Background: an optimization exercise with open tools, aiming at small area, a short achievable clock period and few clock cycles per item. Do not read the settings as production practice. Where RTL was checked, it was by simulation tests only, not by an equivalence proof against the original.

## v43
==> flow/design.v (excerpt) <==
module radix_string_to_integer_unit (
    input  logic                              i_clk,
    input  logic                              i_rst_n,
    input  logic                              i_valid,
    output logic                              o_ready,
    input  logic [7:0]                        i_ch,
    input  logic                              i_first,
    output logic                              o_valid,
    input  logic                              i_ready,
    output logic signed [rsti_pkg::VAL_W-1:0] o_value,
    input  logic                              i_cfg_we,
    input  logic [1:0]                        i_cfg_idx,
    input  logic [rsti_pkg::VAL_W-1:0]        i_cfg_data
);
Size in the first run: roughly 2400 cells after synthesis.
==> flow/config.mk <==
export PLATFORM = sky130hd
export DESIGN_NAME = radix_string_to_integer_unit
export DESIGN_NICKNAME = radix_string_to_integer_unit
export VERILOG_FILES = /design/flow/design.v
export SDC_FILE = /design/flow/constraint.sdc
export NUM_CORES = 4
export LEC_CHECK = 0
export CAP_MARGIN = 20
export CORE_MARGIN = 2
export CORE_UTILIZATION = 60
export PLACE_DENSITY = 0.75
export SETUP_SLACK_MARGIN = 2.4
export SLEW_MARGIN = 20
export TNS_END_PERCENT = 10
==> flow/constraint.sdc <==
create_clock -name core_clock -period 6.5 [get_ports {i_clk}]
set_input_delay 1.3000 -clock core_clock [delete_from_list [all_inputs] [get_ports {i_clk}]]
set_output_delay 1.3000 -clock core_clock [all_outputs]
set_load 0.01 [all_outputs]
run.sh (not shown) runs the stock make flow with config.mk's settings and CLKGATE_MAP_FILE= SYNTH_SCRIPT=/design/flow/synth_recipe.tcl, a recipe that flattens the netlist after the stock synthesis.
Having completed the whole flow, v43 delivered a layout that passed the timing, DRC and antenna checks.
Testbench counts of v43, summed over its fixed seeds: cycles 18,815, items 18,783.
## Diff of input files: v58 against v43
# v43
export LEC_CHECK = 0
export CAP_MARGIN = 20
export CORE_MARGIN = 2
export CORE_UTILIZATION = 60
export PLACE_DENSITY = 0.75
export SETUP_SLACK_MARGIN = 2.4
export SLEW_MARGIN = 20
export TNS_END_PERCENT = 10
create_clock -name core_clock -period 6.5 [get_ports {i_clk}]
# v58
export LEC_CHECK = 0
export ABC_AREA = 1
export CAP_MARGIN = 20
export CORE_MARGIN = 2
export CORE_UTILIZATION = 55
export PLACE_DENSITY = 0.7
export SETUP_SLACK_MARGIN = 2.45
export SLEW_MARGIN = 20
create_clock -name core_clock -period 6.5 [get_ports {i_clk}]
==> flow/flow/run.sh (new file) <==
#!/bin/bash
# Own flow: the standard layout (standard.sh, unchanged synthesis), with
# two changes:
#  - every input and output port still gets its own buffer, but a plain
#    sky130_fd_sc_hd__buf_1 rather than the delay cell buffer_ports picks by
#    itself;
#  - clock tree synthesis adds no dummy loads and drives the register
#    clusters with sky130_fd_sc_hd__clkbuf_4 (the tree above them is as
#    usual).
# standard.sh's output goes to standard.log; each ORFS step keeps its own log
# under orfs/logs/.
set -euo pipefail
bash standard.sh "BUFFER_PORTS_ARGS=-buffer_cell sky130_fd_sc_hd__buf_1" \
  "CTS_ARGS=-sink_clustering_enable -repair_clock_nets -dont_use_dummy_load -sink_clustering_buffer sky130_fd_sc_hd__clkbuf_4" \
  finish > standard.log 2>&1
==> flow/standard.sh (new file) <==
#!/bin/bash
# synth_recipe.tcl (not shown) runs the flow's synth.tcl, then flattens the netlist and writes it again
# the make line also repeats each setting of config.mk as NAME=value (left out here)
make -C /OpenROAD-flow-scripts/flow DESIGN_CONFIG=/design/flow/config.mk WORK_HOME=/design/flow/orfs CLKGATE_MAP_FILE= SYNTH_SCRIPT=/design/flow/synth_recipe.tcl "${@:-finish}"
removed: flow/run.sh
- On synthesized-area fraction occupied by and/or/nand/nor cells: between v43 and v58, it ends up lower for v43.
- Looking at routed wire length across v43 and v58, the one that comes out higher is v58.
- Between v58 and v43, it is v58 whose hold slack is lower, by 0.015 ns.
- Of v43 and v58, the run reporting the higher global routing met3 resource utilization was v58.
- Chip width ends up lower on v43.
- Compared with v43, v58 shows total area of sequential cells that has gone down slightly.
[inputs] v50 vs v58
# v58
export LEC_CHECK = 0
export ABC_AREA = 1
export CAP_MARGIN = 20
export CORE_MARGIN = 2
export CORE_UTILIZATION = 55
export PLACE_DENSITY = 0.7
export SETUP_SLACK_MARGIN = 2.45
export SLEW_MARGIN = 20
create_clock -name core_clock -period 6.5 [get_ports {i_clk}]
# v50
export LEC_CHECK = 0
export CAP_MARGIN = 20
export CORE_MARGIN = 2
export CORE_UTILIZATION = 60
export PLACE_DENSITY = 0.75
export SETUP_SLACK_MARGIN = 2.4
export SLEW_MARGIN = 20
create_clock -name core_clock -period 6.5 [get_ports {i_clk}]
==> flow/flow/run.sh <==
#!/bin/bash
# Own flow: the standard layout (standard.sh, unchanged synthesis), with
# one change: every input and output port still gets its own buffer, but a
# plain sky130_fd_sc_hd__buf_1 rather than the delay cell buffer_ports picks
# by itself. standard.sh's output goes to standard.log; each ORFS step keeps
# its own log under orfs/logs/.
set -euo pipefail
bash standard.sh "BUFFER_PORTS_ARGS=-buffer_cell sky130_fd_sc_hd__buf_1" finish > standard.log 2>&1
==> comparison <==
Compared with v58, v50 shows a higher slew at the pin closest to its max-slew limit. Higher synthesized cell count among v58 and v50: v58. Fraction of final layout cells with drive strength greater than 1 delta for v50 relative to v58: 0.99 points higher. When v50 is measured against v58, its routed wire length turns out about 4.5% lower. Sort v58 and v50 by area growth from synthesis to layout, ascending, and v58 comes first. When v50 is set beside v58, its routing usage on met3 turns out to be 1.2 points smaller. Between v58 and v50, global-route wire length before repair is higher for v58, v50 comes in under that.
Here is what was changed in the inputs of v3 compared with v50.
# v50
export LEC_CHECK = 0
export CAP_MARGIN = 20
export CORE_MARGIN = 2
export CORE_UTILIZATION = 60
export PLACE_DENSITY = 0.75
export SETUP_SLACK_MARGIN = 2.4
export SLEW_MARGIN = 20
create_clock -name core_clock -period 6.5 [get_ports {i_clk}]
# v3
export LEC_CHECK = 0
export ABC_AREA = 1
export CAP_MARGIN = 20
export CORE_MARGIN = 2
export CORE_UTILIZATION = 65
export PLACE_DENSITY = 0.8
export SETUP_SLACK_MARGIN = 2.5
export SLEW_MARGIN = 20
create_clock -name core_clock -period 6.5 [get_ports {i_clk}]
==> flow/flow/run.sh <==
#!/bin/bash
# Own flow: the standard layout (standard.sh, unchanged synthesis), with
# two changes: every input and output port still gets its own buffer, but a
# plain sky130_fd_sc_hd__buf_1 rather than the delay cell buffer_ports picks
# by itself; and clock tree synthesis adds no dummy loads. standard.sh's
# output goes to standard.log; each ORFS step keeps its own log under
# orfs/logs/.
set -euo pipefail
bash standard.sh "BUFFER_PORTS_ARGS=-buffer_cell sky130_fd_sc_hd__buf_1" \
  "CTS_ARGS=-sink_clustering_enable -repair_clock_nets -dont_use_dummy_load" \
  finish > standard.log 2>&1
==> run notes <==
- When v3 is measured against v50, its global-route usage turns out 5.2 points higher.
- Diff v3 and v50: count of nets after finishing higher in v3
- In the reports for v3 and v50, the larger pre-CTS setup slack belongs to v3.
- Maximum number of pins on one net before global-route repair: lower on v50
- Via count (higher): v3

* * *

radix_string_to_integer_unit, a different RTL version from the one above (not shown whole).
Size in the first run: roughly 220 flip-flops, about 150 I/O pins, roughly 21000 um2 of cells after synthesis.
==> flow/config.mk <==
export PLATFORM = sky130hd
export DESIGN_NAME = radix_string_to_integer_unit
export DESIGN_NICKNAME = radix_string_to_integer_unit
export VERILOG_FILES = /design/flow/design.v
export SDC_FILE = /design/flow/constraint.sdc
export NUM_CORES = 4
export LEC_CHECK = 0
export CAP_MARGIN = 20
export CORE_MARGIN = 2
export CORE_UTILIZATION = 40
export PLACE_DENSITY = 0.6
export SETUP_SLACK_MARGIN = 2.5
export SLEW_MARGIN = 20
==> flow/constraint.sdc <==
create_clock -name core_clock -period 6.5 [get_ports {i_clk}]
set_input_delay 1.3000 -clock core_clock [delete_from_list [all_inputs] [get_ports {i_clk}]]
set_output_delay 1.3000 -clock core_clock [all_outputs]
set_load 0.01 [all_outputs]
Stock flow here: none of the scripts above is used.
The starting point ran to the end with no violations.
==> next run, changes <==
SETUP_SLACK_MARGIN = unset   (was 2.5)
Outcome: Utilization went down by 4.2 points. Final area came out lower by a little under a tenth. Worst setup slack gets worse by 0.75 ns. Wire length goes down by a little under a tenth.
==> next run, changes <==
SETUP_SLACK_MARGIN = 3.5   (was unset)
=> Non-clock buffer count climbs by 141. Wire length went up by 12%. Register-to-register slack improved by 0.73 ns. Final cell count came out higher by 4.3%. Worst setup slack is better by 0.73 ns. Maximum frequency goes up by 14%. Area after synthesis stays the same.
No run of this note included a check of the RTL's function; only the layout flow was run.

* * *

RTL: one of the versions met above, not the one the previous note started from.
For scale: ~2600 cells after synthesis, roughly 19000 µm² of cells after synthesis.
clock: 6.5 ns
lec_check: 0
abc_area: 1
cap_margin: 20
core_margin: 2
core_utilization: 55
place_density: 0.7
setup_slack_margin: 2.5
slew_margin: 20
standard.sh (not shown) runs the stock make flow with config.mk's settings and CLKGATE_MAP_FILE= SYNTH_SCRIPT=/design/flow/synth_recipe.tcl, a recipe that flattens the netlist after the stock synthesis.
==> flow/flow/run.sh <==
#!/bin/bash
# Own flow: the standard layout (standard.sh, unchanged synthesis), with
# two changes: every input and output port still gets its own buffer, but a
# plain sky130_fd_sc_hd__buf_1 rather than the delay cell buffer_ports picks
# by itself; and clock tree synthesis adds no dummy loads. standard.sh's
# output goes to standard.log; each ORFS step keeps its own log under
# orfs/logs/.
set -euo pipefail
bash standard.sh "BUFFER_PORTS_ARGS=-buffer_cell sky130_fd_sc_hd__buf_1" \
  "CTS_ARGS=-sink_clustering_enable -repair_clock_nets -dont_use_dummy_load -sink_clustering_buffer sky130_fd_sc_hd__clkbuf_8" \
  finish > standard.log 2>&1
The first run completed with no timing, DRC or antenna violations.
Testbench counts at the start, summed over its fixed seeds: cycles 18,815, items 18,783.
==> next run, changes <==
--- a/flow/flow/run.sh
+++ b/flow/flow/run.sh
@@ -9,3 +9,3 @@
 bash standard.sh "BUFFER_PORTS_ARGS=-buffer_cell sky130_fd_sc_hd__buf_1" \
-  "CTS_ARGS=-sink_clustering_enable -repair_clock_nets -dont_use_dummy_load -sink_clustering_buffer sky130_fd_sc_hd__clkbuf_8" \
+  "CTS_ARGS=-sink_clustering_enable -repair_clock_nets -dont_use_dummy_load" \
   finish > standard.log 2>&1
--- a/flow/config.mk
+++ b/flow/config.mk
@@ -10,5 +10,5 @@
 export CORE_MARGIN = 2
-export CORE_UTILIZATION = 55
-export PLACE_DENSITY = 0.7
-export SETUP_SLACK_MARGIN = 2.5
+export CORE_UTILIZATION = 60
+export PLACE_DENSITY = 0.75
+export SETUP_SLACK_MARGIN = 3.1
 export SLEW_MARGIN = 20
Effect:
- hold slack is better by 0.017 ns
- synthesized cell count does not change
- setup slack is worse by 0.34 ns
- via count increases by a little under a tenth

-- port drivers added, routing unchanged --
The results above use ideal ports. As a check the final layouts listed here were re-extracted and re-timed, cells and wires unchanged.
Step 1, drivers: a clkbuf_16 drives i_clk and a buf_2 each remaining input, both assumed.
Step 2 also shifts input and output timing later by t, the mid clock arrival at the registers, as if the neighbouring blocks saw the same clock.
Three values: ideal ports, drivers, drivers and shift; two values: the first two.
run | shift t [ns] | slack for setup (ns) | hold slack, ns | worst data-port slew with drivers (ns)
v43 | 0.609 | 2.285 / 2.285 / 1.833 | 0.475 / 0.475 / 0.475 | 0.06
v58 | 0.569 | 2.601 / 2.601 / 2.451 | 0.460 / 0.460 / 0.460 | 0.04
v50 | 0.639 | 2.289 / 2.289 / 2.253 | 0.477 / 0.477 / 0.477 | 0.07
v3 | 0.598 | 2.592 / 2.592 / 2.563 | 0.460 / 0.460 / 0.460 | 0.05
the first run of note 2 | 0.639 | 1.415 / 1.415 / 1.415 | 0.478 / 0.478 / 0.478 | 0.06
the second run of note 2 | 0.624 | 0.667 / 0.667 / 0.667 | 0.483 / 0.483 / 0.483 | 0.06
the third run of note 2 | 0.628 | 1.401 / 1.401 / 1.401 | 0.486 / 0.486 / 0.486 | 0.06
the first run of note 3 | 0.570 | 2.617 / 2.617 / 2.264 | 0.452 / 0.452 / 0.452 | 0.07
the second run of note 3 | 0.614 | 2.277 / 2.277 / 2.277 | 0.469 / 0.469 / 0.469 | 0.06
After both steps every run listed still meets setup and hold. The setup slack of v43, which loses most, moves by 0.000 ns with the drivers and by -0.452 ns with both steps.
